Source: an optimization exercise on an open RTL-to-GDS flow (aim: small area). Production flows keep margins and buffers that such runs may drop. At most, simulation tests tie the RTL to the original design; equivalence was not proved. The RTL of runs 2 to 4 was laid out without a check of its function. Power and IR drop assume default switching activity.

## design.v

```verilog
package dwpid_pkg;
	localparam int TICK_BITS = 16;
	localparam int DIV_NUM_BITS = 32;
	localparam int DIV_DEN_BITS = 16;
	localparam logic [2:0] CMD_FORWARD  = 3'd0;
	localparam logic [2:0] CMD_BACKWARD = 3'd1;
	localparam logic [2:0] CMD_LEFT     = 3'd2;
	localparam logic [2:0] CMD_RIGHT    = 3'd3;
	localparam logic [2:0] CMD_STOP     = 3'd4;
	localparam logic [1:0] DIR_STOP     = 2'd0;
	localparam logic [1:0] DIR_FORWARD  = 2'd1;
	localparam logic [1:0] DIR_BACKWARD = 2'd2;
	localparam logic [2:0] REG_KP    = 3'd0;
	localparam logic [2:0] REG_KI    = 3'd1;
	localparam logic [2:0] REG_KD    = 3'd2;
	localparam logic [2:0] REG_SCALE = 3'd3;
	localparam logic [2:0] REG_PWM   = 3'd4;
	localparam logic [2:0] REG_LIMIT = 3'd5;
	localparam logic [15:0] KP_RESET    = 16'd410;
	localparam logic [15:0] KI_RESET    = 16'd15;
	localparam logic [15:0] KD_RESET    = 16'd0;
	localparam logic [15:0] SCALE_RESET = 16'd256;
	localparam logic [15:0] PWM_RESET   = 16'd1000;
	localparam logic [14:0] LIMIT_RESET = 15'd670;
	typedef struct packed {
		logic [15:0] kp_centi;
		logic [15:0] ki_centi;
		logic [15:0] kd_centi;
		logic [15:0] velocity_scale;
		logic [15:0] pwm_max;
		logic [14:0] full_speed_limit;
	} cfg_t;
	typedef struct packed {
		logic [15:0]        duty;
		logic [1:0]         dir;
		logic signed [15:0] speed;
		logic signed [31:0] odometry;
	} lane_res_t;
endpackage
module dwpid_lane #(
	parameter bit LEFT = 1'b0
) (
	input  logic        clk,
	input  logic        arst_n,
	input  logic        c_load,
	input  logic        c_neg,
	input  logic        c_mul1,
	input  logic        c_meas,
	input  logic        c_pid,
	input  logic        c_clip,
	input  logic        c_div1,
	input  logic        c_mul2,
	input  logic        c_div2,
	input  logic        c_done,
	input  logic [5:0]  k,
	input  logic        ge17,
	input  logic        ge18,
	input  logic        ge19,
	input  logic        ge23,
	input  logic [1:0]  sub,
	input  logic        step,
	input  logic        last,
	input  logic [15:0] km,
	input  logic        p_bit,
	input  logic        n_bit,
	input  logic        spd_bit,
	input  logic        spd_min,
	input  logic [15:0] ticks,
	input  logic        tgtneg,
	input  logic        run,
	input  logic        fresh_od,
	input  logic        fresh_pid,
	input  logic        tseen,
	output logic [15:0] duty,
	output logic [1:0]  dir,
	output logic [15:0] speed,
	output logic [31:0] odometry
);
	logic [18:0] s_q;
	logic [15:0] q_q;
	logic [15:0] sp_q;
	logic [31:0] od_q;
	logic [22:0] acc_q;
	logic [16:0] e1_q, e2_q;
	logic tsign_nz, seen, c1, ovf_hi, e16_lo;
	logic ca, cu, cc, s1, s2, c_lat, ct, accs, c_a, c_b, sf;
	logic tsign, ovf, e16, hi, lo, qseen, mseen, fseen, oc, ec;
	assign tsign = tsign_nz;
	assign ovf   = ovf_hi;
	assign hi    = ovf_hi;
	assign e16   = e16_lo;
	assign lo    = e16_lo;
	assign qseen = seen;
	assign mseen = seen;
	assign fseen = seen;
	assign oc    = c1;
	assign ec    = c1;
	logic k_lt16;
	assign k_lt16 = (k[5:4] == 2'b00);
	logic        div;
	logic        x, xneg;
	logic [18:0] a_in, b_in, sum;
	logic        cin;
	logic        sneg;
	assign div  = c_div1 | c_div2;
	assign sneg = s_q[18];
	logic eb, e1b, e2b, sa, su, sc;
	assign eb  = q_q[0];
	logic wr_e;
	assign wr_e = c_pid & (sub == 2'd0) & ~ge17;
	assign e1b = ge17 ? s1 : (e1_q[0] & ~fresh_pid);
	assign e2b = ge17 ? s2 : (e2_q[0] & ~fresh_pid);
	assign sa  = eb ^ ~e1b ^ ca;
	assign su  = e1b ^ ~e2b ^ cu;
	assign sc  = sa ^ ~su ^ cc;
	always_comb begin
		x = 1'b0;
		xneg = 1'b0;
		if (c_mul1) x = k_lt16 & q_q[0];
		if (c_mul2) x = q_q[0];
		if (c_pid && !ge19) begin
			x = (sub == 2'd0) ? sa : (sub == 2'd1) ? eb : c_lat;
			xneg = (k == 6'd18);
		end
	end
	logic b_en, b_inv;
	assign b_en  = div | x;
	assign b_inv = div ? ~sneg : xneg;
	assign a_in  = div ? {s_q[17:0], q_q[15]} : s_q;
	assign b_in  = {{3{b_en & b_inv}}, {16{b_en}} & (km ^ {16{b_inv}})};
	assign cin   = b_en & b_inv;
	logic [19:0] cy;
	assign cy[0] = cin;
	for (genvar i = 0; i < 19; i++) begin : g_add
		assign sum[i]  = a_in[i] ^ b_in[i] ^ cy[i];
		assign cy[i+1] = (a_in[i] & b_in[i]) | (cy[i] & (a_in[i] ^ b_in[i]));
	end
	logic        sgn_sh;
	logic [18:0] sr;
	assign sgn_sh = c_pid & ge18;
	assign sr     = {sgn_sh & sum[18], sum[18:1]};
	logic od_en, dsrc, db, od_s;
	assign od_en = c_neg | (c_mul1 & k_lt16);
	assign dsrc  = c_neg ? q_q[0] : tsign;
	assign db    = LEFT ? ~dsrc : dsrc;
	logic od0;
	assign od0   = od_q[0] & ~fresh_od;
	assign od_s  = od0 ^ db ^ oc;
	logic negbit;
	assign negbit = tsign ? (q_q[0] ^ qseen) : q_q[0];
	logic dneg, v, m, t, eraw, eclip, ebit;
	assign dneg  = LEFT ? ~tsign : tsign;
	assign v     = ovf ? (k == 6'd15) : q_q[0];
	assign m     = (k == 6'd16) ? sp_q[15] :
	               dneg ? (v ^ mseen) : (ovf ? (k != 6'd15) : q_q[0]);
	assign t     = tgtneg ? (spd_bit ^ tseen) : spd_bit;
	assign eraw  = t ^ ~m ^ ec;
	assign eclip = tgtneg & spd_min & dneg & ovf;
	assign ebit  = eclip ? k_lt16 : eraw;
	logic dd, accb, tb, za, zb;
	assign dd   = sum[0];
	assign accb = ge23 ? accs : (acc_q[0] & ~fresh_pid);
	assign tb   = accb ^ dd ^ ct;
	assign za   = p_bit ^ ~tb ^ c_a;
	assign zb   = tb ^ p_bit ^ c_b;
	logic f, g;
	assign f = hi ? p_bit : lo ? n_bit : acc_q[0];
	assign g = sf ? (f ^ fseen) : f;
	logic q_shr, q_top;
	assign q_shr = c_neg | c_mul1 | c_mul2 | (c_meas & k_lt16) | (c_pid & step) | c_clip;
	always_comb begin
		q_top = sum[0];                     
		if (c_neg) q_top = negbit;
		if (c_meas) q_top = ebit & run;
		if (c_pid) q_top = e16;
	end
	function automatic logic maj(input logic a, input logic b, input logic c);
		maj = (a & b) | (a & c) | (b & c);
	endfunction
	always_ff @(posedge clk) begin
		e1_q <= {wr_e ? eb : e1_q[0], e1_q[16:1]};
		e2_q <= {wr_e ? e1b : e2_q[0], e2_q[16:1]};
		if (od_en) od_q <= {od_s, od_q[31:1]};
		if (c_pid && step) begin
			if (!ge23) acc_q <= {tb, acc_q[22:1]};
		end
		if (c_clip) acc_q <= {f, acc_q[22:1]};
	end
	always_ff @(posedge clk) begin
		if (c_load || (c_pid && step && k == 6'd40) || (c_div1 && last))
			s_q <= '0;
		else if (div || (c_pid && !step)) s_q <= sum;
		else s_q <= sr | {12'd0, c_clip & g, 6'd0};
		if (c_load) q_q <= ticks;
		else if (div) q_q <= {q_q[14:0], ~sum[18]};
		else if (q_shr) q_q <= {q_top, q_q[15:1]};
		if (c_meas && k_lt16) sp_q <= {m, sp_q[15:1]};
		if (c_load) begin
			tsign_nz <= ticks[15];
			seen     <= 1'b0;
			c1       <= LEFT;
		end
		if (c_neg) seen <= seen | q_q[0];
		if (od_en) c1 <= maj(od0, db, oc);
		if (c_mul1 && k == 6'd23) begin
			ovf_hi <= |s_q;
			seen   <= 1'b0;
			c1     <= 1'b1;
		end
		if (c_meas) begin
			seen <= seen | v;
			c1   <= maj(t, ~m, ec);
			if (k == 6'd16) begin
				e16_lo <= ebit;
				ca  <= 1'b1;
				cu  <= 1'b1;
				cc  <= 1'b1;
				ct  <= 1'b0;
				c_a <= 1'b1;
				c_b <= 1'b0;
			end
		end
		if (c_pid && sub == 2'd0 && !ge19) begin
			ca    <= maj(eb, ~e1b, ca);
			cu    <= maj(e1b, ~e2b, cu);
			cc    <= maj(sa, ~su, cc);
			c_lat <= sc;
			if (k == 6'd16) begin
				s1 <= e1b;
				s2 <= e2b;
			end
		end
		if (c_pid && step) begin
			ct  <= maj(accb, dd, ct);
			c_a <= maj(p_bit, ~tb, c_a);
			c_b <= maj(tb, p_bit, c_b);
			if (k == 6'd22) accs <= accb;
			if (k == 6'd40) begin
				ovf_hi <= za;
				e16_lo <= zb;
				sf     <= za ? 1'b0 : zb ? 1'b1 : acc_q[22];
				seen   <= 1'b0;
			end
		end
		if (c_clip) seen <= seen | f;
	end
	assign duty     = q_q;
	logic nz;
	assign nz       = |q_q;
	assign dir      = {nz & sf, nz & ~sf};
	assign speed    = sp_q;
	assign odometry = od_q;
endmodule
module dual_wheel_incremental_pid_drive #(
	parameter int TICK_BITS = dwpid_pkg::TICK_BITS
) (
	input  logic                        clk,
	input  logic                        arst_n,
	input  logic                        psel,
	input  logic                        penable,
	input  logic                        pwrite,
	input  logic [4:0]                  paddr,
	input  logic [31:0]                 pwdata,
	output logic [31:0]                 prdata,
	output logic                        pready,
	input  logic                        in_valid,
	output logic                        in_stall,
	input  logic [2:0]                  cmd,
	input  logic signed [15:0]          speed,
	input  logic signed [TICK_BITS-1:0] left_ticks,
	input  logic signed [TICK_BITS-1:0] right_ticks,
	output logic                        out_valid,
	input  logic                        out_stall,
	output logic [15:0]                 left_duty,
	output logic [1:0]                  left_dir,
	output logic [15:0]                 right_duty,
	output logic [1:0]                  right_dir,
	output logic signed [15:0]          left_speed,
	output logic signed [15:0]          right_speed,
	output logic signed [31:0]          left_odometry,
	output logic signed [31:0]          right_odometry
);
	dwpid_pkg::cfg_t cfg_q;
	assign pready = 1'b1;
	dwpid_pkg::cfg_t cfg_r;
	logic [5:0]      rst_f;
	logic            wr;
	assign wr = psel && penable && pwrite;
	always_ff @(posedge clk or negedge arst_n) begin
		if (!arst_n) begin
			rst_f <= '1;
		end else if (wr) begin
			unique case (paddr[4:2])
				dwpid_pkg::REG_KP:    rst_f[0] <= 1'b0;
				dwpid_pkg::REG_KI:    rst_f[1] <= 1'b0;
				dwpid_pkg::REG_KD:    rst_f[2] <= 1'b0;
				dwpid_pkg::REG_SCALE: rst_f[3] <= 1'b0;
				dwpid_pkg::REG_PWM:   rst_f[4] <= 1'b0;
				dwpid_pkg::REG_LIMIT: rst_f[5] <= 1'b0;
				default: ;
			endcase
		end
	end
	always_ff @(posedge clk) begin
		if (wr) begin
			unique case (paddr[4:2])
				dwpid_pkg::REG_KP:    cfg_r.kp_centi         <= pwdata[15:0];
				dwpid_pkg::REG_KI:    cfg_r.ki_centi         <= pwdata[15:0];
				dwpid_pkg::REG_KD:    cfg_r.kd_centi         <= pwdata[15:0];
				dwpid_pkg::REG_SCALE: cfg_r.velocity_scale   <= pwdata[15:0];
				dwpid_pkg::REG_PWM:   cfg_r.pwm_max          <= pwdata[15:0];
				dwpid_pkg::REG_LIMIT: cfg_r.full_speed_limit <= pwdata[14:0];
				default: ;
			endcase
		end
	end
	assign cfg_q.kp_centi         = rst_f[0] ? dwpid_pkg::KP_RESET    : cfg_r.kp_centi;
	assign cfg_q.ki_centi         = rst_f[1] ? dwpid_pkg::KI_RESET    : cfg_r.ki_centi;
	assign cfg_q.kd_centi         = rst_f[2] ? dwpid_pkg::KD_RESET    : cfg_r.kd_centi;
	assign cfg_q.velocity_scale   = rst_f[3] ? dwpid_pkg::SCALE_RESET : cfg_r.velocity_scale;
	assign cfg_q.pwm_max          = rst_f[4] ? dwpid_pkg::PWM_RESET   : cfg_r.pwm_max;
	assign cfg_q.full_speed_limit = rst_f[5] ? dwpid_pkg::LIMIT_RESET : cfg_r.full_speed_limit;
	logic [5:0][15:0] reg_raw;
	logic [5:0][15:0] reg_rst;
	assign reg_raw[0] = cfg_r.kp_centi;
	assign reg_raw[1] = cfg_r.ki_centi;
	assign reg_raw[2] = cfg_r.kd_centi;
	assign reg_raw[3] = cfg_r.velocity_scale;
	assign reg_raw[4] = cfg_r.pwm_max;
	assign reg_raw[5] = {1'b0, cfg_r.full_speed_limit};
	assign reg_rst[0] = dwpid_pkg::KP_RESET;
	assign reg_rst[1] = dwpid_pkg::KI_RESET;
	assign reg_rst[2] = dwpid_pkg::KD_RESET;
	assign reg_rst[3] = dwpid_pkg::SCALE_RESET;
	assign reg_rst[4] = dwpid_pkg::PWM_RESET;
	assign reg_rst[5] = {1'b0, dwpid_pkg::LIMIT_RESET};
	function automatic logic [15:0] regsel(input logic [5:0] sel, input logic [5:0] rf,
	                                       input logic [5:0][15:0] raw,
	                                       input logic [5:0][15:0] rst);
		regsel = '0;
		for (int r = 0; r < 6; r++) begin
			regsel = regsel | ({16{sel[r] & ~rf[r]}} & raw[r]) | ({16{sel[r] & rf[r]}} & rst[r]);
		end
	endfunction
	logic [5:0] psel_r;
	for (genvar r = 0; r < 6; r++) begin : g_psel
		assign psel_r[r] = (paddr[4:2] == 3'(r));
	end
	assign prdata = {16'd0, regsel(psel_r, rst_f, reg_raw, reg_rst)};
	typedef enum logic [3:0] {
		PH_IDLE, PH_NEG, PH_MUL1, PH_MEAS, PH_WAIT, PH_PID, PH_CLIP, PH_DIV1, PH_MUL2, PH_DIV2, PH_DONE
	} ph_t;
	ph_t        ph_q;
	logic [5:0] k_q;
	logic [1:0] sub_q;
	logic       out_valid_q;
	logic [4:0] r17_q;
	always_ff @(posedge clk or negedge arst_n) begin
		if (!arst_n) r17_q <= '0;
		else r17_q <= (r17_q == 5'd16) ? 5'd0 : r17_q + 5'd1;
	end
	logic       start, step, last, run;
	assign start = (ph_q == PH_IDLE) && in_valid && (!out_valid_q || !out_stall);
	assign run   = (cmd <= dwpid_pkg::CMD_RIGHT);
	logic ge17, ge18, ge19, ge23;
	assign ge17 = k_q[5] | (k_q[4] & (|k_q[3:0]));
	assign ge18 = k_q[5] | (k_q[4] & (|k_q[3:1]));
	assign ge19 = k_q[5] | (k_q[4] & (k_q[3] | k_q[2] | (k_q[1] & k_q[0])));
	assign ge23 = k_q[5] | (k_q[4] & (k_q[3] | (k_q[2] & k_q[1] & k_q[0])));
	assign step  = (ph_q == PH_PID) ? (ge19 || (sub_q == 2'd2)) : 1'b1;
	assign last  = (k_q == 6'd15);
	always_ff @(posedge clk or negedge arst_n) begin
		if (!arst_n) begin
			ph_q        <= PH_IDLE;
			k_q         <= '0;
			sub_q       <= '0;
			out_valid_q <= 1'b0;
		end else begin
			if (out_valid_q && !out_stall) out_valid_q <= 1'b0;
			k_q <= k_q + 6'd1;
			unique case (ph_q)
				PH_IDLE: begin
					k_q <= '0;
					if (start) ph_q <= PH_NEG;
				end
				PH_NEG: if (k_q == 6'd15) begin ph_q <= PH_MUL1; k_q <= '0; end
				PH_MUL1: if (k_q == 6'd23) begin ph_q <= PH_MEAS; k_q <= '0; end
				PH_MEAS: if (k_q == 6'd16) begin
					ph_q <= run ? PH_WAIT : PH_DONE;
					k_q  <= '0;
					sub_q <= '0;
				end
				PH_WAIT: begin
					k_q <= '0;
					if (r17_q == 5'd16) ph_q <= PH_PID;
				end
				PH_PID: begin
					if (!step) begin
						k_q   <= k_q;
						sub_q <= sub_q + 2'd1;
					end else begin
						sub_q <= '0;
						if (k_q == 6'd40) begin ph_q <= PH_CLIP; k_q <= '0; end
					end
				end
				PH_CLIP: if (k_q == 6'd22) begin ph_q <= PH_DIV1; k_q <= '0; end
				PH_DIV1: if (k_q == 6'd15) begin ph_q <= PH_MUL2; k_q <= '0; end
				PH_MUL2: if (k_q == 6'd15) begin ph_q <= PH_DIV2; k_q <= '0; end
				PH_DIV2: if (k_q == 6'd15) begin ph_q <= PH_DONE; k_q <= '0; end
				PH_DONE: begin
					ph_q        <= PH_IDLE;
					out_valid_q <= 1'b1;
				end
				default: ph_q <= PH_IDLE;
			endcase
		end
	end
	assign in_stall  = (ph_q != PH_DONE);
	assign out_valid = out_valid_q;
	logic        lim_zero;
	assign lim_zero = rst_f[5] ? 1'b0 : (cfg_r.full_speed_limit == 15'd0);
	logic [5:0]  ksel;
	logic [15:0] km;
	assign ksel[0] = (ph_q == PH_PID) && (sub_q == 2'd0);
	assign ksel[1] = (ph_q == PH_PID) && (sub_q == 2'd1);
	assign ksel[2] = (ph_q == PH_PID) && (sub_q == 2'd2);
	assign ksel[3] = (ph_q == PH_MUL1);
	assign ksel[4] = (ph_q == PH_MUL2);
	assign ksel[5] = (ph_q == PH_DIV2);
	assign km = regsel(ksel, rst_f, reg_raw, reg_rst)
	          | {15'd0, ksel[5] & lim_zero}
	          | ((ph_q == PH_DIV1) ? 16'd100 : 16'd0);
	logic       gbit, p_bit, n_bit, nseen;
	logic [3:0] dl;
	logic [1:0] pc;
	logic        pu;
	logic [16:0] lvr, lvc;
	logic        gr, gc;
	assign lvr  = {cfg_r.full_speed_limit[14:1], cfg_r.full_speed_limit[0] | lim_zero, 2'b00};
	assign lvc  = {dwpid_pkg::LIMIT_RESET, 2'b00};
	assign gr   = k_q[5] ? 1'b0 : k_q[4] ? ((k_q[3:0] == 4'd0) & lvr[16]) : lvr[k_q[3:0]];
	assign gc   = k_q[5] ? 1'b0 : k_q[4] ? ((k_q[3:0] == 4'd0) & lvc[16]) : lvc[k_q[3:0]];
	assign gbit = rst_f[5] ? gc : gr;
	assign pu    = gbit ^ dl[2] ^ pc[0];
	assign p_bit = pu ^ dl[3] ^ pc[1];
	assign n_bit = p_bit ^ nseen;
	always_ff @(posedge clk) begin
		if ((ph_q == PH_MEAS && k_q == 6'd16) || (ph_q == PH_PID && k_q == 6'd40 && step)) begin
			dl    <= '0;
			pc    <= '0;
			nseen <= 1'b0;
		end else if ((ph_q == PH_PID || ph_q == PH_CLIP) && step) begin
			dl    <= {dl[2:0], gbit};
			pc    <= {(pu & dl[3]) | (pc[1] & (pu ^ dl[3])),
			          (gbit & dl[2]) | (pc[0] & (gbit ^ dl[2]))};
			nseen <= nseen | p_bit;
		end
	end
	logic fresh_od, fresh_pid, tseen;
	always_ff @(posedge clk or negedge arst_n) begin
		if (!arst_n) begin
			fresh_od  <= 1'b1;
			fresh_pid <= 1'b1;
		end else begin
			if (ph_q == PH_MUL1 && k_q == 6'd15) fresh_od <= 1'b0;
			if (ph_q == PH_PID && k_q == 6'd40 && step) fresh_pid <= 1'b0;
		end
	end
	always_ff @(posedge clk) begin
		if (ph_q == PH_MEAS) tseen <= tseen | spd_bit;
		else tseen <= 1'b0;
	end
	logic spd_bit, spd_min;
	assign spd_bit = speed[(k_q[4]) ? 4'd15 : k_q[3:0]];
	assign spd_min = (speed == 16'sh8000);
	logic ltn, rtn;
	assign ltn = (cmd == dwpid_pkg::CMD_BACKWARD) || (cmd == dwpid_pkg::CMD_LEFT);
	assign rtn = (cmd == dwpid_pkg::CMD_BACKWARD) || (cmd == dwpid_pkg::CMD_RIGHT);
	logic c_load, c_neg, c_mul1, c_meas, c_pid, c_clip, c_div1, c_mul2, c_div2, c_done;
	assign c_load = start;
	assign c_neg  = (ph_q == PH_NEG);
	assign c_mul1 = (ph_q == PH_MUL1);
	assign c_meas = (ph_q == PH_MEAS);
	assign c_pid  = (ph_q == PH_PID);
	assign c_clip = (ph_q == PH_CLIP);
	assign c_div1 = (ph_q == PH_DIV1);
	assign c_mul2 = (ph_q == PH_MUL2);
	assign c_div2 = (ph_q == PH_DIV2);
	assign c_done = (ph_q == PH_DONE);
	dwpid_lane #(.LEFT(1'b1)) u_left (
		.clk, .arst_n, .c_load, .c_neg, .c_mul1, .c_meas, .c_pid, .c_clip, .c_div1, .c_mul2,
		.c_div2, .c_done, .k(k_q), .ge17, .ge18, .ge19, .ge23, .sub(sub_q), .step, .last, .km, .p_bit, .n_bit, .spd_bit,
		.spd_min, .ticks(left_ticks), .tgtneg(ltn), .run, .fresh_od, .fresh_pid, .tseen,
		.duty(left_duty), .dir(left_dir), .speed(left_speed), .odometry(left_odometry)
	);
	dwpid_lane #(.LEFT(1'b0)) u_right (
		.clk, .arst_n, .c_load, .c_neg, .c_mul1, .c_meas, .c_pid, .c_clip, .c_div1, .c_mul2,
		.c_div2, .c_done, .k(k_q), .ge17, .ge18, .ge19, .ge23, .sub(sub_q), .step, .last, .km, .p_bit, .n_bit, .spd_bit,
		.spd_min, .ticks(right_ticks), .tgtneg(rtn), .run, .fresh_od, .fresh_pid, .tseen,
		.duty(right_duty), .dir(right_dir), .speed(right_speed), .odometry(right_odometry)
	);
endmodule
```

## flow/run.sh

```bash
#!/bin/bash
# The standard layout (standard.sh) with three options changed:
#  - synthesis runs flow/my_synth.tcl: the standard synthesis script, except that the
#    technology mapping uses Yosys's own (area-oriented) ABC script instead of ORFS's
#    delay-oriented one; registers, their names and cell types are unchanged;
#  - the port buffers are the smallest buffer cell;
#  - clock tree synthesis uses clkbuf_16 leaf clusters of up to 24 sinks and no dummy loads.
# All tool output goes to standard.log here and to ORFS's per-step logs under orfs/logs.
set -euo pipefail
HERE=$(pwd)
export BUFFER_PORTS_ARGS="-buffer_cell sky130_fd_sc_hd__buf_1"
export CTS_ARGS="-sink_clustering_enable -repair_clock_nets -sink_clustering_size 24 -sink_clustering_max_diameter 120 -buf_list sky130_fd_sc_hd__clkbuf_16 -dont_use_dummy_load"
bash standard.sh SYNTH_SCRIPT="$HERE/flow/my_synth.tcl" finish > standard.log 2>&1
```

## flow/my_synth.tcl

```tcl
proc synth {args} { yosys synth -nofsm -noshare {*}$args }
# Same as synth_recipe.tcl (the standard synthesis), with ABC called without the ORFS script,
# constraint file and delay target.
# Technology mapping with Yosys's own ABC script for liberty mapping (area oriented), in place of
# ORFS's delay-oriented script; the -liberty and -dont_use arguments are kept.
proc abc {args} {
  set keep {}
  set i 0
  while {$i < [llength $args]} {
    set a [lindex $args $i]
    if {$a eq "-liberty" || $a eq "-dont_use"} {
      lappend keep $a [lindex $args [expr {$i + 1}]]
      incr i 2
    } elseif {$a eq "-script" || $a eq "-constr" || $a eq "-D"} {
      incr i 2
    } else {
      lappend keep $a
      incr i
    }
  }
  yosys abc {*}$keep
}
source $::env(SCRIPTS_DIR)/synth.tcl
# left out here: clear keep_hierarchy, flatten, clean up, hide names made inside functions, write 1_2_yosys.v
```

## standard.sh

```bash
#!/bin/bash
# synth_recipe.tcl (not shown) runs the flow's synth.tcl, then flattens the netlist and writes it again
# the make line also repeats each setting of config.mk as NAME=value (left out here)
make -C /OpenROAD-flow-scripts/flow DESIGN_CONFIG=/design/flow/config.mk WORK_HOME=/design/flow/orfs CLKGATE_MAP_FILE= SYNTH_SCRIPT=/design/flow/synth_recipe.tcl "${@:-finish}"
```

## config.mk

```make
export PLATFORM = sky130hd
export DESIGN_NAME = dual_wheel_incremental_pid_drive
export DESIGN_NICKNAME = dual_wheel_incremental_pid_drive
export VERILOG_FILES = /design/flow/design.v
export SDC_FILE = /design/flow/constraint.sdc
export NUM_CORES = 4
export LEC_CHECK = 0
export CAP_MARGIN = 20
export CORE_MARGIN = 2
export CORE_UTILIZATION = 40
export SLEW_MARGIN = 20
```

## constraint.sdc

```tcl
create_clock -name core_clock -period 12.0 [get_ports {clk}]
set_input_delay 2.4000 -clock core_clock [delete_from_list [all_inputs] [get_ports {clk}]]
set_output_delay 2.4000 -clock core_clock [all_outputs]
set_load 0.01 [all_outputs]
```

==> results.json, run 1 <==
{
  "status": "finished clean",
  "synth_common_cells": "edfxtp_1 (295), nor2_1 (232), nand2_1 (177)",
  "antenna_found_initial": 2,
  "worstHoldStart": "u_right.e2_q[5]",
  "hold_class": "reg -> reg",
  "synth.most_common_cell": "edfxtp_1",
  "cp-end-kind": "flop",
  "rrSetupSlack_ns": 0.75,
  "ys_top_cells_by_area": "edfxtp_1 (48%), dfxtp_1 (13%), fa_1 (5.8%), nor2_1 (4.7%), nand2_1 (3.6%)",
  "cts.reportedPaths.clkPinSlew_ns": 0.11,
  "ys_seq_area_share_pct": 64.19,
  "min_period_ns": 11.25,
  "place.gp.congestion": 0.8837,
  "grtUsageTotal_pct": 19.25,
  "cp_common_cell": "fa_1",
  "cp_top_family": "adder cells",
  "netlist_area_mm2": 0.01857,
  "coreArea_mm2": 0.04558,
  "clkLatencyLatePin_ns": 0.56,
  "cts_tree": "built",
  "fmax_mhz": 88.88,
  "max_slew_margin_pct": 29.25,
  "drive_above_1_share_pct": 4.271,
  "critPathMaxFanout": 15,
  "place_inst": 2334,
  "worstReg2RegStart": "k_q[2]",
  "crit_slowest_cell": "dfrtp_1",
  "rr_endpoint": "u_right.q_q[0]",
  "fin_skew_ns": 0.06144,
  "slew_viol_final": 0,
  "ctsResizeCount": 0,
  "cts_max_path_buffers": 3,
  "num_vias": 13060,
  "routedWlPerCell_um": 20.28,
  "ir_drop_mv": 0.1246,
  "yosys.cell_types.count": 62,
  "fin_cells": 2358,
  "p_leak_nw": 7.457,
  "path_depth": 33,
  "min_to": "u_right.e2_q[4]",
  "p_total_w": 0.005774,
  "rsz0062_at_grt": "no",
  "critPathLaunch": "k_q[2]",
  "first_pass_iters": 9,
  "arrival_ns": 11.55,
  "whs_ns": 0.3262,
  "max_slew.worst_pin.slew_ns": 1.060,
  "rows": 78,
  "max_stage_delay_ns": 0.56,
  "ant_nets": 0,
  "yosysWarnings": 3,
  "io_buffers": 226,
  "critPathBufInv": 3,
  "via_per_inst": 5.536,
  "rr_worst_depth": 33,
  "syn_inst": 1482,
  "die_x_um": 219.5,
  "finalCritPeriodShare_pct": 93.76,
  "postLayoutCoreUtil_pct": 45.93,
  "synth_seq_cells": 441,
  "grt_pass1_wl_mm": 71.94,
  "tns_ns": 0,
  "holdBufCountCts": 0,
  "drv_cap": 0,
  "syn_to_final_growth_pct": 12.71,
  "ys.flop_type": "edfxtp_1",
  "setup_viol": 0,
  "start_kind": "flop",
  "grt_overflow": 0,
  "start_util_pct": 40.75,
  "synth_edf_count": 295,
  "drtIter0Drc": 1325,
  "io_pins": 262,
  "cts_sinks": 441,
  "drc": 0,
  "worstPathRequired_ns": 12.30,
  "cts_max_level": 1,
  "die_y_um": 219.5,
  "grt_max_degree": 68,
  "path_class": "reg -> reg",
  "hold_viol": 0,
  "hold_depth": 0,
  "cts_setup_buffers": 0,
  "avgSynthCellArea_um2": 12.53,
  "p_per_area_mw_per_mm2": 275.8,
  "nNetsFinal": 1924,
  "grt_pass1_vias": 12280,
  "root_buffer": "clkbuf_16",
  "drt-total-wl_mm": 47.81,
  "synth.top_cell.area_share_pct": 47.70,
  "cts_buffers": 22,
  "die_area_mm2": 0.04817,
  "yosys.area.top_type": "edfxtp_1",
  "async_flop_share_pct": 5.896,
  "post-dp-hpwl_mm": 32.88
}
worst reg2reg max path, delay by kind of cell, from the launching register on:
| family | cells | cell delay (ns) |
|---|---|---|
| DFF | 1 | 0.56 |
| and+or+nand+nor | 3 | 1.14 |
| xor gates and xnor gates | 2 | 0.25 |
| muxes | 1 | 0.21 |
| adders and majority gates | 19 | 7.21 |
| buffers and inverters | 3 | 0.30 |
| AOI/OAI and AO/OA | 5 | 1.29 |
cells by family (layout without fill, tap and decap cells):
logic type                 Yosys count  in the layout  share of synthesized area, %
AOI/OAI and AO/OA                  280            280                         10.23
xor gates and xnor gates            11             11                        0.5188
adders and majority gates           71             71                         6.966
buffers and inverters               69            328                         1.779
DFF                                441            441                         64.19
muxes                               48             48                         2.816
other                                2             19                       0.04044
and+or+nand+nor                    560            560                         13.46
where the power goes:
group / leakage, nW / switching [W] / total, W / internal [W]
registers: 4.00 / 0.000286 / 0.00248 / 0.00219
logic: 3.19 / 0.00159 / 0.00251 / 0.000921
clock network: 0.271 / 0.000456 / 0.000785 / 0.000329
total: 7.46 / 0.00233 / 0.00577 / 0.00344
worst max path at each step:
stage	to	slack (ns)
2_1_floorplan	u_left.q_q[0]	0.45
3_3_place_gp	u_right.q_q[0]	1.04
3_5_place_dp	u_right.q_q[0]	0.87
4_1_cts	u_right.q_q[0]	0.74
5_1_grt	u_right.q_q[0]	0.1
6_report	u_right.q_q[0]	0.75
registers in the layout (all words and copies together), names as in the netlist, 6 cells and up:
signal,cells
u_left.acc_q,23
rst_f,6
u_right.od_q,32
u_left.od_q,32
u_left.s_q,19
u_right.q_q,16
u_right.s_q,19
u_left.q_q,16
u_right.e1_q,17
u_left.sp_q,16
cfg_r,95
u_right.sp_q,16
u_right.e2_q,17
u_left.e2_q,17
k_q,6
u_left.e1_q,17
u_right.acc_q,23
layer usage:
metal	track usage [%]	part of all wire, %	wire length, um
met1	26.44	43	20320
met2	31.16	47	22350
met4	6.419	3.3	1561
met3	3.119	7.5	3582
met5	0	0	0
per-stage QoR:
stage | worst slack [ns] | area, um^2
floorplan | 0.4528 | 18630
global placement | 1.036 | 20370
detailed placement | 0.8719 | 20370
CTS | 0.7445 | 20920
global route | 0.09763 | 20930
finish | 0.7483 | 20930
layout by cell type, fill, tap and decap left out, types with 11 or more instances in the layout:
cell       synthesis  final
nor3_1            12     12
and2_0            12     12
buf_1              0    225
fa_1              54     54
and3_1            12     12
o22ai_1           22     22
ha_1              17     17
a22oi_1           22     22
clkbuf_16          0     22
nor4_1            28     26
nand3_1           21     20
mux2i_1           41     41
nor2b_1           15     15
conb_1             2     17
dfrtp_1           18     18
dfxtp_1          120    120
nor2_1           232    227
nand2_1          177    175
nand2b_1          11     11
buf_4             19     30
clkinv_1          50     50
edfxtp_1         295    295
a211oi_1          15     15
a31oi_1           20     20
a222oi_1          36     36
o21ai_0           34     34
a21oi_1           80     80
area by class of cell:
cell class / count / area, um^2
antenna: 2 / 5.005
multi-input combinational: 987 / 6444
timing repair buffer: 256 / 1075
sequential: 441 / 11920
tap: 600 / 750.7
clock buffer: 22 / 550.5
inverter: 50 / 187.7
fill: 4234 / 24640
==> run 2: changes to the inputs <==
--- a/design.v
+++ b/design.v
@@ -83,12 +83,16 @@
 	logic [22:0] acc_q;
 	logic [16:0] e1_q, e2_q;
-	logic tsign_nz, seen, c1, ovf_hi, e16_lo;
-	logic ca, cu, cc, s1, s2, c_lat, ct, accs, c_a, c_b, sf;
-	logic tsign, ovf, e16, hi, lo, qseen, mseen, fseen, oc, ec;
-	assign tsign = tsign_nz;
+	logic tsign_sf, seen, c1, ovf_hi, e16_lo;
+	logic ca, cu, cc, c_lat, ct, c_a, c_b;
+	logic tsign, ovf, e16, hi, lo, qseen, mseen, fseen, oc, ec, s1, s2, accs, sf;
+	assign tsign = tsign_sf;
+	assign sf    = tsign_sf;
 	assign ovf   = ovf_hi;
 	assign hi    = ovf_hi;
+	assign s1    = ovf_hi;
 	assign e16   = e16_lo;
 	assign lo    = e16_lo;
+	assign s2    = e16_lo;
+	assign accs  = c1;
 	assign qseen = seen;
 	assign mseen = seen;
@@ -173,5 +177,5 @@
 		if (c_neg) q_top = negbit;
 		if (c_meas) q_top = ebit & run;
-		if (c_pid) q_top = e16;
+		if (c_pid) q_top = (k[5] | k[4]) ? q_q[15] : e16;
 	end
 	function automatic logic maj(input logic a, input logic b, input logic c);
@@ -197,5 +201,5 @@
 		if (c_meas && k_lt16) sp_q <= {m, sp_q[15:1]};
 		if (c_load) begin
-			tsign_nz <= ticks[15];
+			tsign_sf <= ticks[15];
 			seen     <= 1'b0;
 			c1       <= LEFT;
@@ -227,6 +231,6 @@
 			c_lat <= sc;
 			if (k == 6'd16) begin
-				s1 <= e1b;
-				s2 <= e2b;
+				ovf_hi <= e1b;
+				e16_lo <= e2b;
 			end
 		end
@@ -235,9 +239,9 @@
 			c_a <= maj(p_bit, ~tb, c_a);
 			c_b <= maj(tb, p_bit, c_b);
-			if (k == 6'd22) accs <= accb;
+			if (k == 6'd22) c1 <= accb;
 			if (k == 6'd40) begin
 				ovf_hi <= za;
 				e16_lo <= zb;
-				sf     <= za ? 1'b0 : zb ? 1'b1 : acc_q[22];
+				tsign_sf <= za ? 1'b0 : zb ? 1'b1 : acc_q[22];
 				seen   <= 1'b0;
 			end
==> run 2 against run 1 <==
Sequential share of layout area down 1.2 points. Routed wire length up 0.35%. Non-clock buffer count up 5. Synthesized cell count up 1.2%. Core utilization about the same. Cell count up 0.89%. Fmax up 0.63%. Clock skew down 0.0016 ns. Combinational power down 23%. Critical path depth up 3. Final area down 0.27%.
==> results.json, run 2 <==
{
  "place.gp.congestion": 0.8768,
  "cts_max_path_buffers": 3,
  "grt_max_degree": 70,
  "nNetsFinal": 1947,
  "cts_setup_buffers": 0,
  "max_slew.worst_pin.slew_ns": 1.044,
  "root_buffer": "clkbuf_16",
  "yosys.area.top_type": "edfxtp_1",
  "synth_common_cells": "edfxtp_1 (283), nor2_1 (265), nand2_1 (155)",
  "n_antenna_cell": 0,
  "coreArea_mm2": 0.04548,
  "most-common-layout-cells": "edfxtp_1 (283), nor2_1 (262), buf_1 (225)",
  "crit_slowest_cell": "dfrtp_1",
  "async_flop_share_pct": 6.005,
  "critPathMaxFanout": 9,
  "routedWlPerCell_um": 20.17,
  "hold_class": "reg -> reg",
  "syn_inst": 1500,
  "slew_viol_final": 0,
  "clkLatencyLatePin_ns": 0.56,
  "via_per_inst": 5.527,
  "timing.critical_path.to": "u_right.q_q[0]",
  "drc": 0,
  "arrival_ns": 11.58,
  "grt_pass1_wl_mm": 72.89,
  "die_x_um": 218.9,
  "p_leak_nw": 7.512,
  "min_period_ns": 11.18,
  "rsz0062_at_grt": "no",
  "grt_overflow": 0,
  "netlist_area_mm2": 0.01847,
  "io_pins": 262,
  "drt-total-wl_mm": 47.98,
  "ys.flop_type": "edfxtp_1",
  "critPathLaunch": "k_q[1]",
  "finalCritPeriodShare_pct": 93.18,
  "grt_pass1_vias": 12650,
  "rows": 78,
  "worstPathRequired_ns": 12.40,
  "reg_top3": "cfg_r (95), u_left.od_q (32), u_right.od_q (32)",
  "antenna_found_initial": 2,
  "cts_tree": "built",
  "post-dp-hpwl_mm": 33.39,
  "first_pass_iters": 6,
  "place_ws_ns": 0.6300,
  "start_kind": "flop",
  "die_area_mm2": 0.04791,
  "top_register": "cfg_r",
  "drtIter0Drc": 1346,
  "p_per_area_mw_per_mm2": 244.7,
  "yosys.cell_types.count": 61,
  "max_stage_delay_ns": 0.55,
  "yosysWarnings": 3,
  "syn_to_final_growth_pct": 13.04,
  "synth_seq_cells": 433,
  "ant_nets": 0,
  "worstReg2RegStart": "k_q[1]",
  "max_slew_margin_pct": 30.31,
  "cts_buffers": 22,
  "status": "finished clean",
  "cts_sinks": 433,
  "synth_edf_count": 283,
  "setup_viol": 0,
  "avgSynthCellArea_um2": 12.31,
  "hold_viol": 0,
  "fin_ws_ns": 0.8186,
  "rr_worst_depth": 36,
  "rr_endpoint": "u_right.q_q[0]",
  "cp-end-kind": "flop",
  "cts.reportedPaths.clkPinSlew_ns": 0.09,
  "largest_register_ff_count": 95,
  "cp_common_cell": "fa_1",
  "cts_max_level": 1,
  "fmax_mhz": 89.43,
  "ctsResizeCount": 0,
  "ir_drop_mv": 0.1394,
  "tns_ns": 0,
  "ys_seq_area_share_pct": 63.03,
  "synth.top_cell.area_share_pct": 46.01,
  "drv_cap": 0,
  "path_class": "reg -> reg",
  "die_y_um": 218.9,
  "worstHoldStart": "u_right.e2_q[10]",
  "synth.most_common_cell": "edfxtp_1",
  "fin_skew_ns": 0.05981,
  "holdBufCountCts": 0,
  "num_vias": 13150,
  "ys_top_cells_by_area": "edfxtp_1 (46%), dfxtp_1 (13%), fa_1 (5.9%), nor2_1 (5.4%), nand2_1 (3.2%)",
  "start_util_pct": 40.61,
  "grtUsageTotal_pct": 19.55,
  "io_buffers": 226,
  "final_common_cell": "edfxtp_1",
  "drive_above_1_share_pct": 4.834,
  "rrSetupSlack_ns": 0.82
}
[run 2: cell types whose count changed after synthesis, sizes merged, moves of 6 or more]
| cell | previous run | this run |
|---|---|---|
| a221oi | 4 | 14 |
| edfxtp | 295 | 283 |
| a222oi | 36 | 42 |
| nor2 | 232 | 265 |
| a31oi | 20 | 34 |
| o22ai | 22 | 3 |
| a21oi | 80 | 38 |
| nand2 | 177 | 155 |
| o21ai | 34 | 89 |
| a22oi | 22 | 11 |
[run 2: kinds of logic after synthesis]
kind of cell             Yosys count  share of synthesized area [%]
AND/OR/NAND/NOR                  576                          14.01
flip-flops                       433                          63.03
AO/OA/AOI/OAI                    288                          10.58
adder cells (fa/ha/maj)           71                          7.005
buffers and inverters             71                          1.829
multiplexers                      48                          2.981
XOR/XNOR                          11                         0.5217
other                              2                        0.04066
[run 2: power breakdown]
part	internal [W]	switching [W]
sequential	0.00212	0.000292
combinational	0.000681	0.00125
clock	0.000328	0.000440
[run 2: cell type report]
| type | instances | area, um^2 |
|---|---|---|
| Fill cell | 4230 | 24600 |
| Sequential cell | 433 | 11640 |
| Multi-Input combinational cell | 1011 | 6614 |
| Timing Repair Buffer | 261 | 1125 |
| Tap cell | 600 | 750.7 |
| Clock buffer | 22 | 550.5 |
| Inverter | 52 | 195.2 |
[run 2: layer usage]
metal | GRT usage, % | routed length [um] | vias up
li1 | - | - | 6085
met1 | 26.46 | 20170 | 6447
met2 | 32.44 | 23110 | 533
met3 | 2.938 | 3222 | 82
met4 | 6.171 | 1456 | 2
met5 | 0 | 12 | -
[run 2: worst min-delay path by stage]
stage          cells past startpoint              end
3_3_place_gp                       0  u_left.e1_q[15]
2_1_floorplan                      0   u_left.e1_q[0]
5_1_grt                            0  u_right.e2_q[3]
6_report                           0  u_right.e2_q[9]
3_5_place_dp                       0  u_left.e1_q[15]
4_1_cts                            0  u_right.e2_q[9]
[run 2: worst max-delay path: cells and delay by family, from the launching register on]
family	cells	cell delay, ns
DFF	1	0.55
xor gates and xnor gates	2	0.32
AOI/OAI and AO/OA	6	1.65
adders and majority gates	20	7.52
buffers and inverters	4	0.49
and+or+nand+nor	4	0.52
[run 2: per-stage QoR]
| step | util (%) | std cells | instance area, um^2 | hold slack (ns) | total power, W |
|---|---|---|---|---|---|
| after floorplan | - | 1515 | 18530 | 0.3096 | 0.003665 |
| after global placement | 44.64 | 2356 | 20300 | 0.3113 | 0.004341 |
| after detailed placement | 44.64 | 2356 | 20300 | 0.3121 | 0.004378 |
| after CTS | 45.85 | 2378 | 20850 | 0.3276 | 0.005157 |
| after global routing | 45.91 | 2379 | 20880 | 0.3362 | 0.005494 |
| final | 45.91 | 2379 | 20880 | 0.3251 | 0.005109 |
==> run 3: changes to the inputs <==
--- a/design.v
+++ b/design.v
@@ -129,7 +129,9 @@
 	end
 	logic b_en, b_inv;
-	assign b_en  = div | x;
+	logic div_add;
+	assign div_add = div & (k != 6'd0);
+	assign b_en  = div_add | x;
 	assign b_inv = div ? ~sneg : xneg;
-	assign a_in  = div ? {s_q[17:0], q_q[15]} : s_q;
+	assign a_in  = s_q;
 	assign b_in  = {{3{b_en & b_inv}}, {16{b_en}} & (km ^ {16{b_inv}})};
 	assign cin   = b_en & b_inv;
@@ -194,5 +196,6 @@
 		if (c_load || (c_pid && step && k == 6'd40) || (c_div1 && last))
 			s_q <= '0;
-		else if (div || (c_pid && !step)) s_q <= sum;
+		else if (div) s_q <= {sum[17:0], q_q[15]};
+		else if (c_pid && !step) s_q <= sum;
 		else s_q <= sr | {12'd0, c_clip & g, 6'd0};
 		if (c_load) q_q <= ticks;
@@ -373,5 +376,5 @@
 	assign ge23 = k_q[5] | (k_q[4] & (k_q[3] | (k_q[2] & k_q[1] & k_q[0])));
 	assign step  = (ph_q == PH_PID) ? (ge19 || (sub_q == 2'd2)) : 1'b1;
-	assign last  = (k_q == 6'd15);
+	assign last  = (k_q == 6'd16);
 	always_ff @(posedge clk or negedge arst_n) begin
 		if (!arst_n) begin
@@ -409,7 +412,7 @@
 				end
 				PH_CLIP: if (k_q == 6'd22) begin ph_q <= PH_DIV1; k_q <= '0; end
-				PH_DIV1: if (k_q == 6'd15) begin ph_q <= PH_MUL2; k_q <= '0; end
+				PH_DIV1: if (k_q == 6'd16) begin ph_q <= PH_MUL2; k_q <= '0; end
 				PH_MUL2: if (k_q == 6'd15) begin ph_q <= PH_DIV2; k_q <= '0; end
-				PH_DIV2: if (k_q == 6'd15) begin ph_q <= PH_DONE; k_q <= '0; end
+				PH_DIV2: if (k_q == 6'd16) begin ph_q <= PH_DONE; k_q <= '0; end
 				PH_DONE: begin
 					ph_q        <= PH_IDLE;
==> run 3 against run 2 <==
Still clean on timing, DRC and antenna. Via count grew 0.81%. Cell count shrank 1.1%. Global-route usage grew 0.30 points. Count of clock-buffer cells in the layout is the same. Non-clock buffer count grew 5. Worst hold slack gained 0.0042 ns. Critical path depth shrank 2. Core utilization is essentially flat. Sequential power shrank 4%. Sequential share of layout area grew 0.091 points. Critical path type unchanged. Largest power group unchanged.
==> results.json, run 3 <==
{
  "n_antenna_cell": 0,
  "num_vias": 13260,
  "min_period_ns": 11.35,
  "cts.reportedPaths.clkPinSlew_ns": 0.11,
  "rr_endpoint": "u_left.q_q[0]",
  "synth_common_cells": "edfxtp_1 (283), nor2_1 (181), nand2_1 (137)",
  "rr_worst_depth": 34,
  "rrSetupSlack_ns": 0.65,
  "clkLatencyLatePin_ns": 0.56,
  "cts_sinks": 433,
  "yosys.area.top_type": "edfxtp_1",
  "grt_pass1_vias": 12890,
  "rsz0062_at_grt": "no",
  "slew_viol_final": 0,
  "io_buffers": 226,
  "max_slew_margin_pct": 23.32,
  "place_ws_ns": 0.6941,
  "start_util_pct": 40.60,
  "ys_top_cells_by_area": "edfxtp_1 (46%), dfxtp_1 (13%), fa_1 (5.9%), nor2_1 (3.7%), nand2_1 (2.8%)",
  "routedWlPerCell_um": 20.60,
  "reg_top3": "cfg_r (95), u_left.od_q (32), u_right.od_q (32)",
  "hold_depth": 0,
  "most-common-layout-cells": "edfxtp_1 (283), buf_1 (225), nor2_1 (178)",
  "start_kind": "flop",
  "coreArea_mm2": 0.04538,
  "io_pins": 262,
  "drc": 0,
  "arrival_ns": 11.63,
  "grt_overflow": 0,
  "tns_ns": 0,
  "synth_seq_cells": 433,
  "place_inst": 2332,
  "via_per_inst": 5.631,
  "cts_tree": "built",
  "grt_max_degree": 75,
  "p_total_w": 0.004852,
  "first_pass_iters": 6,
  "die_x_um": 218.6,
  "finalCritPeriodShare_pct": 94.60,
  "cp_common_cell": "fa_1",
  "fillers": 4172,
  "status": "finished clean",
  "min_to": "u_right.e2_q[14]",
  "die_y_um": 218.6,
  "top_register": "cfg_r",
  "ys.flop_type": "edfxtp_1",
  "ys_seq_area_share_pct": 63.18,
  "worstHoldStart": "u_right.e2_q[15]",
  "critPathMaxFanout": 4,
  "hold_class": "reg -> reg",
  "setup_viol": 0,
  "cp-end-kind": "flop",
  "synth_edf_count": 283,
  "die_area_mm2": 0.04780,
  "fin_skew_ns": 0.07142,
  "nNetsFinal": 1922,
  "fin_ws_ns": 0.6481,
  "synth.most_common_cell": "edfxtp_1",
  "max_slew.worst_pin.slew_ns": 1.146,
  "holdBufCountCts": 0,
  "rows": 78,
  "cts_max_path_buffers": 3,
  "drt-total-wl_mm": 48.49,
  "drive_above_1_share_pct": 4.846,
  "syn_to_final_growth_pct": 13.10,
  "ant_nets": 0,
  "yosys.cell_types.count": 59,
  "post-dp-hpwl_mm": 33.72,
  "hold_viol": 0,
  "drv_cap": 0,
  "crit_slowest_cell": "fa_1",
  "place.gp.congestion": 0.9252,
  "final_common_cell": "edfxtp_1",
  "p_per_area_mw_per_mm2": 232.8,
  "grtUsageTotal_pct": 19.85,
  "ir_drop_mv": 0.1364,
  "cts_buffers": 22,
  "cts_setup_buffers": 0,
  "syn_inst": 1470,
  "ctsResizeCount": 0,
  "async_flop_share_pct": 6.005,
  "p_leak_nw": 7.145,
  "whs_ns": 0.3293,
  "grt_pass1_wl_mm": 73.77,
  "cts_max_level": 1,
  "fmax_mhz": 88.09,
  "max_stage_delay_ns": 0.61,
  "avgSynthCellArea_um2": 12.53,
  "worstReg2RegStart": "k_q[5]",
  "synth.top_cell.area_share_pct": 46.12,
  "drtIter0Drc": 1367,
  "netlist_area_mm2": 0.01843,
  "root_buffer": "clkbuf_16",
  "fin_cells": 2354,
  "yosysWarnings": 3,
  "antenna_found_initial": 1,
  "worstPathRequired_ns": 12.28,
  "path_class": "reg -> reg",
  "largest_register_ff_count": 95
}
-- run 3: cell count changes after synthesis, sizes merged, moves of 8 or more --
cell    before  now
nor2       265  181
clkinv      52   80
a211oi      17   39
nand2      155  137
o22ai        3   16
a31oi       34   23
a21oi       38   48
nand3       17   25
-- run 3: logic make-up after synthesis --
group | Yosys count | share of synthesized area (%)
compound gates | 334 | 12.28
xor+xnor | 9 | 0.4278
fa+ha+maj | 71 | 7.021
buf+inv | 99 | 2.404
flops | 433 | 63.18
mux | 46 | 2.716
other cells | 2 | 0.04076
simple gates | 476 | 11.93
-- run 3: final cells by class --
cell class | count | area [um^2] | share of cell area [%]
clock buffer | 22 | 550.5 | 2.642
inverter | 80 | 300.3 | 1.441
multi-input combinational | 953 | 6449 | 30.94
sequential | 433 | 11640 | 55.86
tap | 600 | 750.7 | 3.602
timing repair buffer | 266 | 1150 | 5.517
-- run 3: worst max-delay path by stage --
stage,startpoint,endpoint,slack [ns],cells after the start
2_1_floorplan,ph_q[3],u_right.q_q[0],0.18,29
3_3_place_gp,k_q[4],u_left.q_q[0],0.86,34
3_5_place_dp,k_q[5],u_left.q_q[0],0.69,34
4_1_cts,k_q[5],u_left.q_q[0],0.63,34
5_1_grt,k_q[5],u_right.q_q[0],0.04,34
6_report,k_q[5],u_left.q_q[0],0.65,34
-- run 3: routing by layer --
metal  vias to the layer above  share of wire, %  global-route usage (%)
met5                         -             0.041                       0
met4                         2               4.2                   7.982
met3                       120               7.2                   2.672
met2                       625                48                   33.20
met1                      6469                40                   26.10
li1                       6039                 -                       -
-- run 3: per-stage QoR --
step                      util (%)  cell area [um^2]
after CTS                    45.93             20840
after global routing         45.93             20840
after global placement       44.71             20290
after floorplan                  -             18480
after detailed placement     44.71             20290
final                        45.93             20840
-- run 3: critical path: cells and delay by family (launching register included) --
family / cells / cell delay, ns
simple gates: 4 / 0.97
buf+inv: 3 / 0.28
xor+xnor: 2 / 0.33
flops: 1 / 0.40
compound gates: 6 / 1.18
fa+ha+maj: 19 / 7.91
-- run 3: power by group --
part           total, W  leakage (nW)  internal, W  switching [W]
clock          0.000767         0.271     0.000328       0.000439
combinational   0.00176          2.95     0.000608        0.00116
sequential      0.00232          3.92      0.00208       0.000239
==> run 4: changes to the inputs <==
--- a/flow/run.sh
+++ b/flow/run.sh
@@ -10,4 +10,4 @@
 HERE=$(pwd)
 export BUFFER_PORTS_ARGS="-buffer_cell sky130_fd_sc_hd__buf_1"
-export CTS_ARGS="-sink_clustering_enable -repair_clock_nets -sink_clustering_size 24 -sink_clustering_max_diameter 120 -buf_list sky130_fd_sc_hd__clkbuf_16 -dont_use_dummy_load"
+export CTS_ARGS="-sink_clustering_enable -repair_clock_nets -sink_clustering_size 14 -sink_clustering_max_diameter 80 -buf_list sky130_fd_sc_hd__clkbuf_8 -dont_use_dummy_load"
 bash standard.sh SYNTH_SCRIPT="$HERE/flow/my_synth.tcl" finish > standard.log 2>&1
==> run 4 against run 3 <==
Sequential cell count stayed put. Via count hardly changed. Register-to-register slack better by 0.03 ns. Final area about the same. Sequential power about the same. Critical path type unchanged. Critical endpoint unchanged.
==> results.json, run 4 <==
{
  "status": "finished clean",
  "postLayoutCoreUtil_pct": 45.88,
  "cp_common_cell": "fa_1",
  "coreArea_mm2": 0.04538,
  "drc": 0,
  "drive_above_1_share_pct": 5.759,
  "p_leak_nw": 7.152,
  "root_buffer": "clkbuf_8",
  "finalCritPeriodShare_pct": 94.38,
  "path_class": "reg -> reg",
  "grt_overflow": 0,
  "avgSynthCellArea_um2": 12.53,
  "largest_register_ff_count": 95,
  "p_per_area_mw_per_mm2": 231.9,
  "max_stage_delay_ns": 0.61,
  "critPathMaxFanout": 4,
  "whs_ns": 0.3236,
  "via_per_inst": 5.594,
  "cts_tree": "built",
  "rr_worst_depth": 34,
  "rsz0062_at_grt": "no",
  "synth_common_cells": "edfxtp_1 (283), nor2_1 (181), nand2_1 (137)",
  "fin_cells": 2371,
  "place_inst": 2332,
  "first_pass_iters": 7,
  "yosysWarnings": 3,
  "ir_drop_mv": 0.1321,
  "cts_setup_buffers": 0,
  "fin_skew_ns": 0.06408,
  "worstReg2RegStart": "k_q[5]",
  "start_kind": "flop",
  "synth_seq_cells": 433,
  "drt-total-wl_mm": 49.16,
  "syn_inst": 1470,
  "most-common-layout-cells": "edfxtp_1 (283), buf_1 (225), nor2_1 (178)",
  "syn_to_final_growth_pct": 13.00,
  "routedWlPerCell_um": 20.73,
  "p_total_w": 0.004828,
  "top_register": "cfg_r",
  "max_slew.worst_pin.slew_ns": 1.043,
  "critPathLaunch": "k_q[5]",
  "hold_depth": 0,
  "reg_top3": "cfg_r (95), u_left.od_q (32), u_right.od_q (32)",
  "synth.top_cell.area_share_pct": 46.12,
  "drtIter0Drc": 1389,
  "async_flop_share_pct": 6.005,
  "grtUsageTotal_pct": 20.25,
  "min_period_ns": 11.33,
  "die_y_um": 218.6,
  "synth_edf_count": 283,
  "synth.most_common_cell": "edfxtp_1",
  "grt_pass1_vias": 13060,
  "cts_buffers": 38,
  "place.gp.congestion": 0.9252,
  "worstHoldStart": "u_left.e1_q[11]",
  "drv_cap": 0,
  "netlist_area_mm2": 0.01843,
  "ys_seq_area_share_pct": 63.18,
  "io_buffers": 226,
  "hold_class": "reg -> reg",
  "antenna_found_initial": 1,
  "worstPathRequired_ns": 12.31,
  "max_slew_margin_pct": 30.25,
  "nNetsFinal": 1939,
  "grt_pass1_wl_mm": 74.54,
  "clkLatencyLatePin_ns": 0.62,
  "start_util_pct": 40.60,
  "cp-end-kind": "flop",
  "yosys.area.top_type": "edfxtp_1",
  "rows": 78,
  "cts.reportedPaths.clkPinSlew_ns": 0.09,
  "post-dp-hpwl_mm": 33.72,
  "n_antenna_cell": 0,
  "setup_viol": 0,
  "slew_viol_final": 0,
  "ys.flop_type": "edfxtp_1",
  "ys_top_cells_by_area": "edfxtp_1 (46%), dfxtp_1 (13%), fa_1 (5.9%), nor2_1 (3.7%), nand2_1 (2.8%)",
  "ant_nets": 0,
  "cts_max_path_buffers": 3,
  "cts_sinks": 433,
  "final_common_cell": "edfxtp_1",
  "die_area_mm2": 0.04780,
  "num_vias": 13260,
  "crit_slowest_cell": "fa_1",
  "io_pins": 262,
  "holdBufCountCts": 0,
  "fmax_mhz": 88.30,
  "yosys.cell_types.count": 59,
  "arrival_ns": 11.63,
  "ctsResizeCount": 0,
  "tns_ns": 0,
  "die_x_um": 218.6,
  "grt_max_degree": 75,
  "hold_viol": 0,
  "cts_max_level": 2
}
-- run 4: cell counts after synthesis --
No cell type changed its count.
-- run 4: critical path, delay by kind of cell (launching register included) --
| kind | cells | cell delay (ns) |
|---|---|---|
| fa+ha+maj | 19 | 7.93 |
| compound gates | 6 | 1.18 |
| simple gates | 4 | 0.97 |
| flops | 1 | 0.39 |
| xor+xnor | 2 | 0.33 |
| buf+inv | 3 | 0.28 |
-- run 4: cell type report --
| cell class | instances | area (um^2) |
|---|---|---|
| clock buffers | 38 | 523.0 |
| fillers | 4196 | 24560 |
| inverters | 80 | 300.3 |
| multi-input cells | 953 | 6449 |
| flip-flops and latches | 433 | 11640 |
| well taps | 600 | 750.7 |
| repair buffers | 267 | 1157 |
-- run 4: final timing paths --
kind                              endpoint  slack, ns
max reg2reg                  u_left.q_q[0]       0.67
min in group asynchronous         r17_q[1]       1.87
min reg2reg                u_left.e1_q[10]       0.32
min                        u_left.e1_q[10]       0.32
max in group asynchronous          ph_q[2]       9.55
max                          u_left.q_q[0]       0.67
-- run 4: kinds of logic after synthesis --
kind of cell / Yosys count / share of synthesized area (%)
and+or+nand+nor: 476 / 11.93
DFF: 433 / 63.18
AOI/OAI and AO/OA: 334 / 12.28
buffers and inverters: 99 / 2.404
adders and majority gates: 71 / 7.021
muxes: 46 / 2.716
xor gates and xnor gates: 9 / 0.4278
other: 2 / 0.04076
-- run 4: where the power goes --
part	internal [W]	leakage [nW]	total, W	switching [W]
Sequential	0.00208	3.92	0.00232	0.000240
Clock	0.000284	0.273	0.000744	0.000459
Combinational	0.000608	2.96	0.00176	0.00116
-- run 4: metrics by stage --
stage	worst slack, ns	area, um^2
floorplan	0.1800	18480
global placement	0.8631	20290
detailed placement	0.6941	20290
CTS	0.6481	20810
global route	0.04070	20820
finish	0.6748	20820
-- run 4: routing by layer --
layer  up-vias  global-route usage, %  wire [um]
li1       6071                      -          -
met1      6436                  26.21      19720
met2       622                  33.12      23480
met3       133                  3.312       3748
met4         2                  9.841       2200
met5         -                      0         20
==> run 5: changes to the inputs <==
--- a/design.v
+++ b/design.v
@@ -356,5 +356,7 @@
 	assign prdata = {16'd0, regsel(psel_r, rst_f, reg_raw, reg_rst)};
 	typedef enum logic [3:0] {
-		PH_IDLE, PH_NEG, PH_MUL1, PH_MEAS, PH_WAIT, PH_PID, PH_CLIP, PH_DIV1, PH_MUL2, PH_DIV2, PH_DONE
+		PH_IDLE = 4'd0, PH_NEG = 4'd1, PH_MEAS = 4'd2, PH_WAIT = 4'd3, PH_PID = 4'd4,
+		PH_CLIP = 4'd5, PH_DONE = 4'd6, PH_MUL1 = 4'd8, PH_MUL2 = 4'd9, PH_DIV1 = 4'd12,
+		PH_DIV2 = 4'd13
 	} ph_t;
 	ph_t        ph_q;
--- a/flow/run.sh
+++ b/flow/run.sh
@@ -10,4 +10,4 @@
 HERE=$(pwd)
 export BUFFER_PORTS_ARGS="-buffer_cell sky130_fd_sc_hd__buf_1"
-export CTS_ARGS="-sink_clustering_enable -repair_clock_nets -sink_clustering_size 14 -sink_clustering_max_diameter 80 -buf_list sky130_fd_sc_hd__clkbuf_8 -dont_use_dummy_load"
+export CTS_ARGS="-sink_clustering_enable -repair_clock_nets -sink_clustering_size 24 -sink_clustering_max_diameter 120 -buf_list sky130_fd_sc_hd__clkbuf_16 -dont_use_dummy_load"
 bash standard.sh SYNTH_SCRIPT="$HERE/flow/my_synth.tcl" finish > standard.log 2>&1
--- a/config.mk
+++ b/config.mk
@@ -6,6 +6,6 @@
 export NUM_CORES = 4
 export LEC_CHECK = 0
-export CAP_MARGIN = 20
+export CAP_MARGIN = 0
 export CORE_MARGIN = 2
 export CORE_UTILIZATION = 40
-export SLEW_MARGIN = 20
+export SLEW_MARGIN = 0
==> run 5 against run 4 <==
Area after synthesis fell by 0.37%. Die area fell by 0.36%. Cell count shrank 1.6%. Critical path type unchanged. Largest cell class unchanged. Largest power group unchanged.
==> results.json, run 5 <==
{
  "nNetsFinal": 1899,
  "rows": 78,
  "cp-end-kind": "flop",
  "largest_register_ff_count": 95,
  "p_sw_share_pct": 37.59,
  "yosys.area.top_type": "edfxtp_1",
  "drv_cap": 0,
  "die_y_um": 218.2,
  "p_per_area_mw_per_mm2": 227.8,
  "min_period_ns": 11.38,
  "p_leak_nw": 7.052,
  "synth_common_cells": "edfxtp_1 (283), nor2_1 (191), dfxtp_1 (124)",
  "via_per_inst": 5.609,
  "root_buffer": "clkbuf_16",
  "num_vias": 13090,
  "final_common_cell": "edfxtp_1",
  "post-dp-hpwl_mm": 33.44,
  "synth.top_cell.area_share_pct": 46.29,
  "drtIter0Drc": 1687,
  "top_register": "cfg_r",
  "placed_cell_area_mm2": 0.02020,
  "cts_sinks": 433,
  "ys_seq_area_share_pct": 63.41,
  "max_stage_delay_ns": 0.61,
  "netlist_area_mm2": 0.01836,
  "ys.flop_type": "edfxtp_1",
  "p_int_w": 0.002951,
  "drc": 0,
  "yosys.cell_types.count": 60,
  "synth_seq_cells": 433,
  "reg_top3": "cfg_r (95), u_left.od_q (32), u_right.od_q (32)",
  "grt_pass1_vias": 12640,
  "tns_ns": 0,
  "status": "finished clean",
  "io_buffers": 226,
  "netSwitchingPower_w": 0.001778,
  "fmax_mhz": 87.88,
  "crit_slowest_cell": "fa_1",
  "cts_setup_buffers": 0,
  "cts_max_level": 1,
  "max_slew.worst_pin.slew_ns": 1.045,
  "coreArea_mm2": 0.04538,
  "slew_viol_final": 0,
  "synth_edf_count": 283,
  "start_kind": "flop",
  "critPathMaxFanout": 11,
  "clkLatencyLatePin_ns": 0.57,
  "async_flop_share_pct": 6.005,
  "rr_worst_depth": 34,
  "max_slew_margin_pct": 30.09,
  "die_x_um": 218.2,
  "drive_above_1_share_pct": 4.853,
  "p_seq_share_pct": 48.4,
  "rrSetupSlack_ns": 0.62,
  "yosysWarnings": 3,
  "ys_top_cells_by_area": "edfxtp_1 (46%), dfxtp_1 (14%), fa_1 (5.9%), nor2_1 (3.9%), dfrtp_1 (2.5%)",
  "setup_viol": 0,
  "cts_buffers": 22,
  "ant_nets": 0,
  "drt-total-wl_mm": 48.29,
  "fin_skew_ns": 0.1039,
  "routedWlPerCell_um": 20.70,
  "place.gp.congestion": 0.8826,
  "path_class": "reg -> reg",
  "arrival_ns": 11.86,
  "antenna_found_initial": 2,
  "postLayoutCellArea_mm2": 0.02076,
  "hold_class": "reg -> reg",
  "avgSynthCellArea_um2": 12.69,
  "fillers": 4185,
  "rsz0062_at_grt": "no",
  "grt_max_degree": 69,
  "cts_tree": "built",
  "first_pass_iters": 6,
  "grt_pass1_wl_mm": 73.07,
  "clock_power_share_pct": 16.4,
  "start_util_pct": 40.45,
  "combPwrFrac_pct": 35.2,
  "hold_viol": 0,
  "cts_max_path_buffers": 3,
  "hold_depth": 0,
  "finalCritPeriodShare_pct": 94.83,
  "synth.most_common_cell": "edfxtp_1",
  "die_area_mm2": 0.04763,
  "worstPathRequired_ns": 12.49,
  "grtUsageTotal_pct": 19.65,
  "most-common-layout-cells": "edfxtp_1 (283), buf_1 (226), nor2_1 (188)",
  "ir_drop_mv": 0.1397,
  "grt_overflow": 0,
  "cts.reportedPaths.clkPinSlew_ns": 0.10,
  "syn_to_final_growth_pct": 13.09,
  "cp_common_cell": "fa_1",
  "syn_inst": 1447,
  "io_pins": 262
}
[run 5: cell count changes in the layout (fill, tap and decap cells not counted), sizes merged, moves of 6 or more]
| cell | before | now |
|---|---|---|
| or2 | 3 | 9 |
| o21ai | 91 | 46 |
| a21oi | 48 | 41 |
| nand2 | 137 | 115 |
| clkbuf | 39 | 22 |
| a21o | 10 | 4 |
| nor2 | 181 | 191 |
| nor3 | 12 | 42 |
| a22oi | 13 | 36 |
| a31oi | 23 | 6 |
[run 5: final cells by class]
| type | count | area, um^2 | area share [%] |
|---|---|---|---|
| Clock buffer | 22 | 550.5 | 2.652 |
| Antenna cell | 2 | 5.005 | 0.02411 |
| Multi-Input combinational cell | 925 | 6346 | 30.57 |
| Sequential cell | 433 | 11640 | 56.07 |
| Timing Repair Buffer | 266 | 1149 | 5.532 |
| Inverter | 85 | 319.1 | 1.537 |
| Tap cell | 600 | 750.7 | 3.616 |
[run 5: repair_timing]
item                                    4_1_cts  5_1_grt
hold buffers                                  0        0
resized for setup                             0        2
endpoints found under the setup margin        0        2
[run 5: logic make-up (layout without fill, tap and decap cells)]
| family | count (synthesis) | count (layout) | share of synthesized area (%) |
|---|---|---|---|
| adders and majority gates | 71 | 71 | 7.047 |
| muxes | 49 | 49 | 2.924 |
| and+or+nand+nor | 492 | 492 | 12.44 |
| xor gates and xnor gates | 9 | 9 | 0.4294 |
| other | 2 | 19 | 0.04091 |
| AOI/OAI and AO/OA | 287 | 287 | 11.19 |
| buffers and inverters | 104 | 373 | 2.515 |
| DFF | 433 | 433 | 63.41 |
[run 5: worst max-delay path: cells and delay by family (launching register included)]
family          cells  cell delay [ns]
xor+xnor            2             0.47
mux                 2             0.28
fa+ha+maj          19             7.82
compound gates      5             0.99
buf+inv             3             0.34
flops               1             0.52
simple gates        3             0.86
[run 5: path summary, 6_finish.rpt]
| check | startpoint | end |
|---|---|---|
| setup reg to reg | k_q[4] | u_left.s_q[17] |
| hold / removal | u_right.e1_q[11] | u_right.e1_q[10] |
| min in group asynchronous | arst_n | out_valid_q |
| max in group asynchronous | arst_n | fresh_pid |
| hold reg to reg | u_right.e1_q[11] | u_right.e1_q[10] |
| setup / recovery | k_q[4] | u_left.s_q[17] |
[run 5: power by group through the flow]
stage	Sequential, W	Combinational, W	Clock (W)
5_1_grt	0.00232	0.00186	0.000847
3_5_place_dp	0.00232	0.00166	0
2_1_floorplan	0.00233	0.00101	0
3_3_place_gp	0.00231	0.00163	0
6_report	0.00229	0.00166	0.000775
4_1_cts	0.00229	0.00167	0.000800
[run 5: through the flow]
step / setup slack, ns / total power [W] / hold slack, ns / utilization (%) / instances
global route: 0.008965 / 0.005033 / 0.2941 / 45.74 / 2331
floorplan: 0.4801 / 0.003343 / 0.3096 / - / 1462
finish: 0.6202 / 0.004729 / 0.2951 / 45.75 / 2333
global placement: 0.7019 / 0.003937 / 0.3101 / 44.51 / 2309
detailed placement: 0.5772 / 0.003983 / 0.3121 / 44.51 / 2309
CTS: 0.5122 / 0.004761 / 0.2907 / 45.73 / 2331
[run 5: routing by layer]
metal,GRT usage (%),wire [um]
met1,27.56,21190
met4,5.079,1078
met2,31.70,22360
met5,0,0
met3,3.340,3656

## port drivers added, routing unchanged
In the flow no input, the clock included, has a driving cell. The finished layouts below were timed again as built, in two steps.
Step 1 assumes that a clkbuf_16 drives the clock port and a buf_2 every other input.
Step 2 moves the port delays by t, midway between the first and last clock arrival at a register: inputs arrive t later, outputs are due t later. That takes back most of the time a late clock gives input paths.
Slacks: no drivers / after step 1 / after step 2; pairs: no drivers / after step 1.
run	t (ns)	setup slack, ns	worst setup path after step 2	clock arrival spread, ns	worst slew at a driven data input, ns
run 1	0.588	0.748 / 0.748 / 0.748	register to register	0.071 / 0.070	0.10
run 2	0.587	0.819 / 0.819 / 0.819	register to register	0.060 / 0.059	0.07
run 3	0.580	0.648 / 0.648 / 0.648	register to register	0.072 / 0.072	0.07
run 4	0.641	0.675 / 0.675 / 0.675	register to register	0.070 / 0.071	0.08
run 5	0.571	0.620 / 0.620 / 0.620	register to register	0.104 / 0.104	0.09
After both steps every run listed still meets setup and hold.
